What follows belongs to an exercise in optimizing a design on an open flow for small area and a short achievable clock period; a production flow would make more cautious choices. Only simulation tests tie the RTL to the original design; equivalence was not proved. Power is estimated from default activity; no workload was simulated.

==> flow/design.v <==
package ifu_pkg;
    localparam int LOC_W = 16;
    localparam logic [3:0] OP_JMP  = 4'b0010;
    localparam logic [3:0] OP_BR   = 4'b0100;
    localparam logic [3:0] OP_MVB  = 4'b0101;
    localparam logic [3:0] OP_MVF  = 4'b0110;
    localparam logic [3:0] OP_IMM0 = 4'b1001;
    localparam logic [3:0] OP_IMM1 = 4'b1101;
    localparam logic [3:0] OP_HALT = 4'b1110;
    localparam logic [3:0] OP_EXT  = 4'b1111;
    typedef enum logic [1:0] {
        FMT_M = 2'd0,
        FMT_C = 2'd1,
        FMT_I = 2'd2,
        FMT_X = 2'd3
    } fmt_t;
    typedef struct packed {
        fmt_t             format;
        logic [3:0]       opcode;
        logic [2:0]       reg1_i;
        logic [2:0]       reg2_i;
        logic [2:0]       reg_o;
        logic [2:0]       imm;
        logic             imm_flag;
        logic [LOC_W-1:0] jmp_loc;
    } dec_t;
endpackage
module ifu_decode (
    input  logic [7:0]    instr,
    input  logic [255:0]  lbl_flat,    
    input  logic [15:0]   lbl_v,       
    output ifu_pkg::dec_t dec
);
    logic [3:0]  op;
    logic        is_c, is_i, is_x, is_mvb, is_m, is_mo;
    logic [15:0] jmp;
    assign op     = instr[7:4];
    assign is_c   = !op[3] && !op[0] && (op[2] != op[1]);
    assign is_i   = op[3] && !op[1] && op[0];
    assign is_x   = op[3] && op[2] && op[1];
    assign is_mvb = (op == ifu_pkg::OP_MVB);
    assign is_m   = !(is_c || is_i || is_x);
    assign is_mo  = is_m && !is_mvb;
    logic        lbl_use;
    logic [1:0]  gsel;
    logic [15:0] g_val [4];
    logic [3:0]  g_v;
    logic [15:0] e_val;
    logic        e_v;
    assign lbl_use = is_c || is_m;
    assign gsel    = is_c ? instr[3:2] : 2'b11;
    always_comb begin
        for (int g = 0; g < 4; g++) begin
            g_val[g] = instr[1] ? (instr[0] ? lbl_flat[16*(4*g+3) +: 16] : lbl_flat[16*(4*g+2) +: 16])
                                : (instr[0] ? lbl_flat[16*(4*g+1) +: 16] : lbl_flat[16*(4*g+0) +: 16]);
            g_v[g]   = instr[1] ? (instr[0] ? lbl_v[4*g+3] : lbl_v[4*g+2])
                                : (instr[0] ? lbl_v[4*g+1] : lbl_v[4*g+0]);
        end
        e_val = gsel[1] ? (gsel[0] ? g_val[3] : g_val[2]) : (gsel[0] ? g_val[1] : g_val[0]);
        e_v   = gsel[1] ? (gsel[0] ? g_v[3]   : g_v[2])   : (gsel[0] ? g_v[1]   : g_v[0]);
        jmp   = {16{lbl_use && e_v}} & e_val;
    end
    assign dec.format   = ifu_pkg::fmt_t'({is_i || is_x, is_c || is_x});
    assign dec.opcode   = op;
    assign dec.reg1_i   = ({3{is_i}}   & instr[3:1])
                        | ({3{is_mvb}} & {1'b1, instr[1:0]})
                        | ({3{is_mo}}  & {1'b0, instr[3:2]});
    assign dec.reg2_i   = ({3{is_i}}   & (instr[3:1] + 3'd1))
                        | ({3{is_mo}}  & ({1'b0, instr[3:2]} + 3'd1));
    assign dec.reg_o    = ({3{is_c}}   & {2'b01, instr[0]})
                        | ({3{is_i}}   & instr[3:1])
                        | ({3{is_mvb}} & {1'b0, instr[3:2]})
                        | ({3{is_mo}}  & {1'b1, instr[1:0]});
    assign dec.imm      = {3{is_i}} & instr[3:1];
    assign dec.imm_flag = is_i && instr[0];
    assign dec.jmp_loc  = jmp;
endmodule
module instr_fetch_unit (
    input  logic                 clk,
    input  logic                 rst_n,
    input  logic                 start,
    input  logic [15:0]          start_pc,
    input  logic                 redirect_valid,
    input  logic [15:0]          redirect_pc,
    input  logic                 imem_we,
    input  logic [7:0]           imem_waddr,
    input  logic [7:0]           imem_wdata,
    input  logic                 lbl_we,
    input  logic [3:0]           lbl_waddr,
    input  logic [15:0]          lbl_wdata,
    output logic                 out_valid,
    input  logic                 out_ready,
    output logic [15:0]          out_pc,
    output ifu_pkg::dec_t        out_dec,
    output logic                 halted,
    output logic                 err
);
    logic [2047:0] mem;
    for (genvar r = 0; r < 256; r++) begin : g_row
        always_ff @(posedge clk) begin
            if (imem_we && imem_waddr == 8'(r)) begin
                mem[8*r +: 8] <= imem_wdata;
            end
        end
    end
    logic [255:0] lbl;
    logic [15:0]  lbl_v;
    for (genvar e = 0; e < 16; e++) begin : g_lbl
        always_ff @(posedge clk) begin
            if (lbl_we && lbl_waddr == 4'(e)) begin
                lbl[16*e +: 16] <= lbl_wdata;
            end
        end
    end
    always_ff @(posedge clk or negedge rst_n) begin
        if (!rst_n) begin
            lbl_v <= '0;
        end else if (lbl_we) begin
            lbl_v[lbl_waddr] <= 1'b1;
        end
    end
    logic        run;
    logic        fire;
    logic        ld_start, ld_redir;
    logic        is_halt;
    logic        out_en;
    logic [7:0]  pc, pc_next;
    logic [15:0] lo_q, lo_d;    
    logic [15:0] hi_q, hi_d;    
    assign ld_start = !run && start;
    assign ld_redir = run && redirect_valid;
    assign fire     = run && !redirect_valid && (!out_valid || out_ready);
    assign out_en   = !out_valid || out_ready;
    assign err      = 1'b0;
    function automatic logic [15:0] onehot4(input logic [3:0] v);
        onehot4 = 16'd1 << v;
    endfunction
    always_comb begin
        if (ld_start) begin
            pc_next = start_pc[15:8];
        end else if (ld_redir) begin
            pc_next = redirect_pc[15:8];
        end else if (fire && lo_q[15] && hi_q[15]) begin
            pc_next = pc + 8'd1;
        end else begin
            pc_next = pc;
        end
    end
    function automatic logic [3:0] enc4(input logic [15:0] oh);
        enc4 = '0;
        for (int i = 0; i < 16; i++) begin
            enc4 = enc4 | ({4{oh[i]}} & 4'(i));
        end
    endfunction
    logic [15:0] pc_full;
    assign pc_full = {pc, enc4(hi_q), enc4(lo_q)};
    logic hold_pc;
    assign hold_pc = !(ld_start || ld_redir || fire);
    assign lo_d = ({16{ld_start}} & onehot4(start_pc[3:0]))
                | ({16{ld_redir}} & onehot4(redirect_pc[3:0]))
                | ({16{fire}}     & {lo_q[14:0], lo_q[15]})
                | ({16{hold_pc}}  & lo_q);
    assign hi_d = ({16{ld_start}}             & onehot4(start_pc[7:4]))
                | ({16{ld_redir}}             & onehot4(redirect_pc[7:4]))
                | ({16{fire && lo_q[15]}}     & {hi_q[14:0], hi_q[15]})
                | ({16{hold_pc || (fire && !lo_q[15])}} & hi_q);
    logic [127:0] col_d, col_q;
    logic         wr_col;
    logic [7:0]   instr;
    logic [3:0] wlo;
    logic       m_start, m_redir, m_inc, m_hold;
    assign wlo     = imem_waddr[3:0];
    assign m_start = (start_pc[3:0] == wlo);
    assign m_redir = (redirect_pc[3:0] == wlo);
    assign m_inc   = lo_q[wlo - 4'd1];
    assign m_hold  = lo_q[wlo];
    assign wr_col  = imem_we && ((ld_start && m_start) || (ld_redir && m_redir) ||
                                 (fire && m_inc) || (hold_pc && m_hold));
    always_comb begin
        for (int h = 0; h < 16; h++) begin
            col_d[8*h +: 8] = '0;
            for (int l = 0; l < 16; l++) begin
                col_d[8*h +: 8] = col_d[8*h +: 8] | ({8{lo_d[l]}} & mem[8*(16*h+l) +: 8]);
            end
            if (wr_col && imem_waddr[7:4] == 4'(h)) begin
                col_d[8*h +: 8] = imem_wdata;
            end
        end
    end
    always_comb begin
        instr = '0;
        for (int h = 0; h < 16; h++) begin
            instr = instr | ({8{hi_q[h]}} & col_q[8*h +: 8]);
        end
    end
    ifu_pkg::dec_t fetch_dec;
    ifu_decode u_decode (
        .instr    (instr),
        .lbl_flat (lbl),
        .lbl_v    (lbl_v),
        .dec      (fetch_dec)
    );
    assign is_halt = (instr[7:4] == ifu_pkg::OP_HALT);
    always_ff @(posedge clk or negedge rst_n) begin
        if (!rst_n) begin
            run       <= 1'b0;
            halted    <= 1'b0;
            out_valid <= 1'b0;
        end else begin
            if (run) begin
                run    <= !(fire && is_halt);
                halted <= fire && is_halt;
            end else begin
                run    <= start;
                halted <= halted && !start;
            end
            out_valid <= fire || (out_valid && !out_ready && !ld_redir);
        end
    end
    always_ff @(posedge clk) begin
        pc    <= pc_next;
        lo_q  <= lo_d;
        hi_q  <= hi_d;
        col_q <= col_d;
        out_pc  <= ({16{out_en}} & pc_full)   | ({16{!out_en}} & out_pc);
        out_dec <= ({35{out_en}} & fetch_dec) | ({35{!out_en}} & out_dec);
    end
endmodule
==> flow/run.sh <==
#!/bin/bash
# synth_recipe.tcl (not shown) runs the flow's synth.tcl, then flattens the netlist and writes it again
# the make line also repeats each setting of config.mk as NAME=value (left out here)
make -C /OpenROAD-flow-scripts/flow DESIGN_CONFIG=/design/flow/config.mk WORK_HOME=/design/flow/orfs CLKGATE_MAP_FILE= SYNTH_SCRIPT=/design/flow/synth_recipe.tcl finish
==> flow/config.mk <==
export PLATFORM = sky130hd
export DESIGN_NAME = instr_fetch_unit
export DESIGN_NICKNAME = instr_fetch_unit
export VERILOG_FILES = /design/flow/design.v
export SDC_FILE = /design/flow/constraint.sdc
export NUM_CORES = 4
export LEC_CHECK = 0
export ABC_AREA = 1
export CAP_MARGIN = 10
export CORE_MARGIN = 2
export CORE_UTILIZATION = 55
export CTS_CLUSTER_DIAMETER = 90
export CTS_CLUSTER_SIZE = 25
export SETUP_SLACK_MARGIN = 2.9
export SLEW_MARGIN = 10
==> flow/constraint.sdc <==
create_clock -name core_clock -period 5.5 [get_ports {clk}]
set_input_delay 1.1000 -clock core_clock [delete_from_list [all_inputs] [get_ports {clk}]]
set_output_delay 1.1000 -clock core_clock [all_outputs]
set_load 0.01 [all_outputs]
==> impl_metrics.json, run 1 <==
{
  "seq_area_frac_synth_pct": 75.3,
  "grt_max_degree": 145,
  "drtIter0Drc": 10400,
  "port_buffers": 127,
  "worstMarginPinSlew_ns": 1.25,
  "drive_gt1_share_pct": 14.3,
  "period_share_pct": 48.2,
  "crit_type": "reg -> reg",
  "worstPathRequired_ns": 6.23,
  "grt_usage_pct": 35.5,
  "yosysTopAreaCellShare_pct": 71.6,
  "clockBufferDepth": 3,
  "num_rows": 155,
  "leakagePower_nw": 42.2,
  "status": "timing/DRC/antenna clean",
  "dp.final_hpwl_mm": 189,
  "grt_overflow": 0,
  "pwr_density_cell_nw_per_um2": 401,
  "viasPerCell": 6.02,
  "r2r-start": "run",
  "synth_seq_cells": 2542,
  "hold_violations": 0,
  "tns_ns": 0,
  "clk_pin_slew_ns": 0.10,
  "r2r_cells": 16,
  "grt_pass1_wl_mm": 463,
  "routed_wl_mm": 350,
  "synthToLayoutAreaGrowth_pct": 16.6,
  "die_w_um": 429,
  "path_cells": "inv_2 -> nand2_2 -> buf_12 -> nand2_8 -> buf_4 -> nor2_4 -> nand2_1 -> nand4_1 -> buf_8 -> clkbuf_16 -> nand2_1 -> nand2_1 -> nor2_1 -> nand4_1 -> nand2_1 -> nand2_1",
  "synth_nets": 8586,
  "yosys_most_used_dff": "edfxtp_1",
  "crit_path_top_delay_cell": "dfrtp_2",
  "start_kind": "register",
  "worstSetupEndpoint": "col_q[55]",
  "arrival_ns": 3.38,
  "postRouteAntennaNets": 0,
  "gp_congestion": 0.931,
  "min_period_ns": 2.65,
  "cts_root_buffer": "clkbuf_16",
  "synth_top_area_cell": "edfxtp_1",
  "final_nets": 9001,
  "cts_tree": "built",
  "synthTopCellsByCount": "nand2_1, edfxtp_1, nor2_1, nand3_1, buf_2",
  "ys_warn_count": 3,
  "io_pins": 129,
  "ys_async_sr_fraction_pct": 0.747,
  "wl_per_cell_um": 30.7,
  "slew_viol_final": 0,
  "ys_types": 40,
  "die_height_um": 429,
  "slew_headroom_pct": 16.9,
  "holdCritPathClass": "reg -> reg",
  "r2r_slack_ns": 2.85,
  "utilization_pct": 64.6,
  "avgSynthCellArea_um2": 11.7,
  "maxCapViolations": 0,
  "cts_buffers": 117,
  "max_freq_mhz": 377,
  "cp-startpoint": "run",
  "synthTopCellsByArea": "edfxtp_1, nand2_1, nor2_1",
  "syn_inst": 8498,
  "coreArea_um2": 179000,
  "ir_drop_uv": 347,
  "cpMostUsedCell": "nand2_1",
  "rsz0062_at_grt": "true",
  "worstSkewPairLatency_ns": 0.83,
  "fp.dieArea_um2": 184000,
  "drc": 0,
  "grt_pass1_vias": 62000,
  "yosys.cell_count.top_type": "nand2_1",
  "holdBufCountCts": 0,
  "num_vias": 68600,
  "reg2reg_to": "col_q[55]",
  "cp_max_fo": 36,
  "endpoint_kind": "register",
  "critPathMaxStageDelay_ns": 0.49,
  "cts.sinks": 2542,
  "synthesis.area_um2": 99100,
  "setup_violations": 0,
  "skew_ns": 0.0315,
  "h-tree-depth": 3,
  "dr.pass1.iters": 8,
  "initial_core_util_pct": 55.4,
  "hp-start": "pc[4]",
  "grt_antenna_before_repair": 15,
  "synth-edff-count": 2363
}
worst min path at each step:
stage,to,cells after the start
CTS,register,0
detailed placement,register,0
global route,register,0
finish,register,0
floorplan,register,0
global placement,register,0
flip-flops by register name, summed over array words and instances, names as in the netlist, named ones only:
register,flops
col_q,128
halted,1
hi_q,16
lbl,256
lbl_v,16
lo_q,16
mem,2048
out_valid,1
pc,8
run,1
kinds of logic after synthesis:
family | share of synthesized area [%]
AO/OA/AOI/OAI | 0.843
XOR/XNOR | 0.0618
adder cells (fa/ha/maj) | 0.164
buffers and inverters | 2.39
flip-flops | 75.3
other | 0.00378
AND/OR/NAND/NOR | 21.2
per-stage QoR:
stage / cell area (um^2) / cells / hold WS (ns) / worst slack [ns] / total power, mW
after CTS: 113000 / 11300 / 0.461 / 2.85 / 44.7
after floorplan: 100000 / 8498 / 0.426 / 2.69 / 28.5
after detailed placement: 105000 / 10800 / 0.437 / 0.577 / 32.8
after global placement: 105000 / 10800 / 0.430 / 0.521 / 32.8
after global routing: 116000 / 11400 / 0.476 / 2.81 / 47.7
final: 116000 / 11400 / 0.460 / 2.85 / 46.4
layout by cell type (no fill, tap or decap), types with 8 or more instances in the layout:
cell type	synthesis	layout
dfrtp_1	19	18
o21ai_0	86	83
nand4_1	202	202
inv_6	0	9
edfxtp_1	2363	2363
nor2_1	880	526
buf_8	0	16
nand2_1	3702	3606
nor3_1	40	31
o21ai_1	11	13
clkbuf_2	0	11
nor4_1	8	8
nor2_2	2	118
diode_2	0	13
nand2_4	0	30
inv_2	3	12
clkdlybuf4s15_1	0	28
buf_16	0	48
buf_4	24	266
o2111ai_1	8	8
nand2_2	1	56
nand2_8	0	12
inv_1	134	106
buf_6	9	52
ha_1	13	8
buf_2	262	19
clkbuf_1	65	68
nand3_2	1	19
dfxtp_4	0	10
nor2_4	6	245
dfxtp_2	0	10
buf_12	0	111
clkinvlp_4	0	17
clkdlybuf4s50_1	0	48
dfxtp_1	160	140
nand3_1	433	413
a21oi_1	23	23
clkbuf_16	0	162
report_power, final:
part	switching (mW)	total (mW)	leakage [nW]	internal (mW)
combinational	8.63	13.1	17.6	4.46
sequential	0.701	22.8	22.9	22.1
clock	6.16	10.5	1.75	4.37
layout make-up:
class                           instances  area (um^2)
Antenna cell                           13         32.5
Clock buffer                          198         3410
Clock inverter                         24          228
Fill cell                           13700        63200
Inverter                              138          612
Multi-Input combinational cell       5455        25000
Sequential cell                      2542        74700
Tap cell                             2355         2950
Timing Repair Buffer                  658         8640
Timing Repair inverter                  1         8.76
worst max-delay path: cells and delay by family (launching register included):
family	cells	cell delay, ns
and+or+nand+nor	11	1.12
buffers and inverters	5	0.88
DFF	1	0.49
timing repair:
item / CTS / global route
endpoints found under the setup margin: 2300 / 1058
buffers inserted: 158 / 74
gates resized for setup: 641 / 287
endpoints found under the hold margin: 0 / 0
pin swaps: 77 / 132
cloned: 28 / 44
per-layer routing:
| layer | track usage (%) | vias to the layer above | routed length, um |
|---|---|---|---|
| met2 | 54.5 | 4383 | 157000 |
| met5 | 0 | - | 53 |
| li1 | - | 29600 | - |
| met3 | 6.23 | 703 | 43100 |
| met1 | 51.5 | 33800 | 134000 |
| met4 | 12.6 | 4 | 16100 |
==> inputs of run 2 (changes only) <==
--- a/flow/config.mk
+++ b/flow/config.mk
@@ -6,10 +6,10 @@
 export NUM_CORES = 4
 export LEC_CHECK = 0
 export ABC_AREA = 1
-export CAP_MARGIN = 10
+export CAP_MARGIN = 5
 export CORE_MARGIN = 2
 export CORE_UTILIZATION = 55
 export CTS_CLUSTER_DIAMETER = 90
 export CTS_CLUSTER_SIZE = 25
 export SETUP_SLACK_MARGIN = 2.9
-export SLEW_MARGIN = 10
+export SLEW_MARGIN = 5
==> impl_metrics.json, run 2 <==
{
  "slew_viol_final": 0,
  "grt_max_degree": 145,
  "worstMarginPinSlew_ns": 1.28,
  "num_rows": 155,
  "die_height_um": 429,
  "cts.sinks": 2542,
  "reg.largest.list": "mem x2048, lbl x256, col_q x128",
  "final_cell_mix": "nand2_1, edfxtp_1, nor2_1",
  "grt_pass1_vias": 62300,
  "layout_commonest_cell": "nand2_1",
  "min_period_ns": 2.69,
  "maxCapViolations": 0,
  "largest_register_ffs": 2048,
  "yosys.cell_count.top_type": "nand2_1",
  "num_vias": 69000,
  "cts_tree": "built",
  "worstPathRequired_ns": 6.18,
  "die_w_um": 429,
  "max_freq_mhz": 372,
  "r2r_cells": 14,
  "dp.final_hpwl_mm": 189,
  "syn_inst": 8498,
  "grt_pass1_wl_mm": 472,
  "ys_async_sr_fraction_pct": 0.747,
  "dr.pass1.iters": 8,
  "synth_nets": 8586,
  "drtIter0Drc": 10800,
  "yosysTopAreaCellShare_pct": 71.6,
  "synthesis.area_um2": 99100,
  "hp-start": "pc[4]",
  "start_kind": "register",
  "grt_overflow": 0,
  "r2r_slack_ns": 2.81,
  "drc": 0,
  "synthTopCellsByCount": "nand2_1, edfxtp_1, nor2_1, nand3_1, buf_2",
  "place_ws_ns": 0.524,
  "hold_violations": 0,
  "cp_max_fo": 8,
  "yosys_most_used_dff": "edfxtp_1",
  "ys_types": 40,
  "leakagePower_nw": 42.7,
  "crit_type": "reg -> reg",
  "rsz0062_at_grt": "true",
  "regMostFlops": "mem",
  "clk_pin_slew_ns": 0.11,
  "slew_headroom_pct": 14.9,
  "grt_usage_pct": 36.3,
  "hold_depth": 0,
  "coreArea_um2": 179000,
  "status": "timing/DRC/antenna clean",
  "initial_core_util_pct": 55.4,
  "grt_antenna_before_repair": 20,
  "ir_drop_uv": 298,
  "synth-edff-count": 2363,
  "io_pins": 129,
  "routed_wl_mm": 361,
  "r2r-start": "hi_q[13]",
  "synth_seq_cells": 2542,
  "holdCritPathClass": "reg -> reg",
  "holdBufCountCts": 0,
  "cts_buffers": 117,
  "setup_violations": 0,
  "cts_root_buffer": "clkbuf_16",
  "period_share_pct": 48.9,
  "synthTopCellsByArea": "edfxtp_1, nand2_1, nor2_1",
  "wl_per_cell_um": 31.6,
  "synth_top_area_cell": "edfxtp_1",
  "postRouteAntennaNets": 0,
  "final_nets": 9029,
  "drive_gt1_share_pct": 15.4,
  "h-tree-depth": 3,
  "ys_warn_count": 3,
  "synthToLayoutAreaGrowth_pct": 17.7,
  "tns_ns": 0,
  "arrival_ns": 3.37,
  "viasPerCell": 6.05,
  "clockBufferDepth": 3,
  "worstSkewPairLatency_ns": 0.84,
  "fp.dieArea_um2": 184000,
  "avgSynthCellArea_um2": 11.7,
  "port_buffers": 127,
  "skew_ns": 0.0361,
  "endpoint_kind": "register",
  "gp_congestion": 0.931,
  "setup_slack_ns": 2.81,
  "pwr_density_cell_nw_per_um2": 400,
  "seq_area_frac_synth_pct": 75.3
}
-- run 2: cell counts after synthesis --
No cell type changed its count.
-- run 2: power breakdown --
| group | leakage [nW] | total (mW) | internal (mW) | switching [mW] |
|---|---|---|---|---|
| Clock | 1.72 | 10.4 | 4.24 | 6.19 |
| Combinational | 18.1 | 13.5 | 4.55 | 8.99 |
| Sequential | 22.9 | 22.8 | 22.1 | 0.705 |
| Total | 42.7 | 46.7 | 30.9 | 15.9 |
-- run 2: worst max path at each step --
stage / to / start / slack [ns] / cells after the start
2_1_floorplan: col_q[6] / imem_waddr[0] / 2.69 / 15
3_3_place_gp: mem[1471] / imem_waddr[4] / 0.52 / 5
3_5_place_dp: col_q[66] / redirect_valid / 0.52 / 13
4_1_cts: out_pc[7] / register / 2.86 / 1
5_1_grt: col_q[1] / run / 2.72 / 15
6_report: register / hi_q[13] / 2.81 / 14
-- run 2: layout make-up --
type | instances | area (um^2)
antenna | 16 | 40.0
clock buffer | 180 | 3270
clock inverter | 30 | 280
fill | 13500 | 62100
inverter | 138 | 613
multi-input combinational | 5456 | 25500
sequential | 2542 | 74700
tap | 2355 | 2950
timing repair buffer | 685 | 9410
timing repair inverter | 1 | 8.76
-- run 2: critical path: stages (launching register included) --
cell     delay (ns)
dfxtp_4        0.42
nand2_4        0.10
nand4_1        0.33
nor2_4         0.28
nand2_4        0.12
nor2_4         0.13
nand3_4        0.12
nor2_4         0.12
buf_12         0.14
buf_12         0.13
nand2_2        0.07
nand3_4        0.09
buf_12         0.12
nand3_4        0.20
nor2_4         0.15
-- run 2: logic make-up (layout without fill, tap and decap cells) --
family,count (synthesis),in the layout,synth area share (%)
simple gates,5282,5285,21.2
other cells,1,17,0.00378
flops,2542,2542,75.3
buf+inv,503,1034,2.39
xor+xnor,7,7,0.0618
fa+ha+maj,13,13,0.164
compound gates,150,150,0.843
-- run 2: timing repair --
| action | CTS | global route |
|---|---|---|
| endpoints found under the hold margin | 0 | 0 |
| cloned | 43 | 53 |
| endpoints found under the setup margin | 2309 | 800 |
| pin swaps | 82 | 189 |
| gates resized for setup | 702 | 398 |
| buffers inserted | 144 | 93 |
-- run 2: routing by layer --
layer	part of all wire, %	global-route usage, %	vias up	wire length [um]
met4	4.9	14.3	8	17700
met1	38	52.1	33900	136000
met3	13	7.41	781	48400
met5	0.014	0	-	52
li1	-	-	29700	-
met2	44	55.1	4627	159000
-- run 2: stage by stage --
step / util [%] / area [um^2] / hold slack, ns / cells / total power [mW]
2_1_floorplan: - / 100000 / 0.426 / 8498 / 28.5
3_3_place_gp: 58.6 / 105000 / 0.430 / 10800 / 32.8
3_5_place_dp: 58.6 / 105000 / 0.437 / 10800 / 32.8
4_1_cts: 63.3 / 113000 / 0.460 / 11200 / 44.8
5_1_grt: 65.3 / 117000 / 0.477 / 11400 / 48.1
6_report: 65.3 / 117000 / 0.458 / 11400 / 46.7

-- afterwards: timing with drivers on the ports --
No port has a modelled driver above. Below, the same layouts with a new extraction and two added sets of constraints.
Step 1, drivers: a clkbuf_16 drives clk and a buf_2 each remaining input, both assumed.
Step 2 times the ports against the registers' clock, not the clock port: input delays grow and output delays shrink by t, the midpoint of the rising clock arrivals with the driver on.
Slacks: ideal / step 1 / step 2; pairs: ideal / step 1.
run | shift t [ns] | setup WS [ns] | worst hold slack (ns) | worst data-port slew with drivers (ns) | pins driven straight from the clock port
run 1 | 0.915 | 2.850 / 2.701 / 1.785 | 0.460 / 0.460 / 0.460 | 0.25 | 1
run 2 | 0.913 | 2.811 / 2.699 / 1.786 | 0.458 / 0.458 / 0.458 | 0.27 | 1
After both steps every run listed still meets setup and hold. For run 1, which loses most, drivers alone change the setup slack by -0.149 ns; drivers and shift together by -1.065 ns.
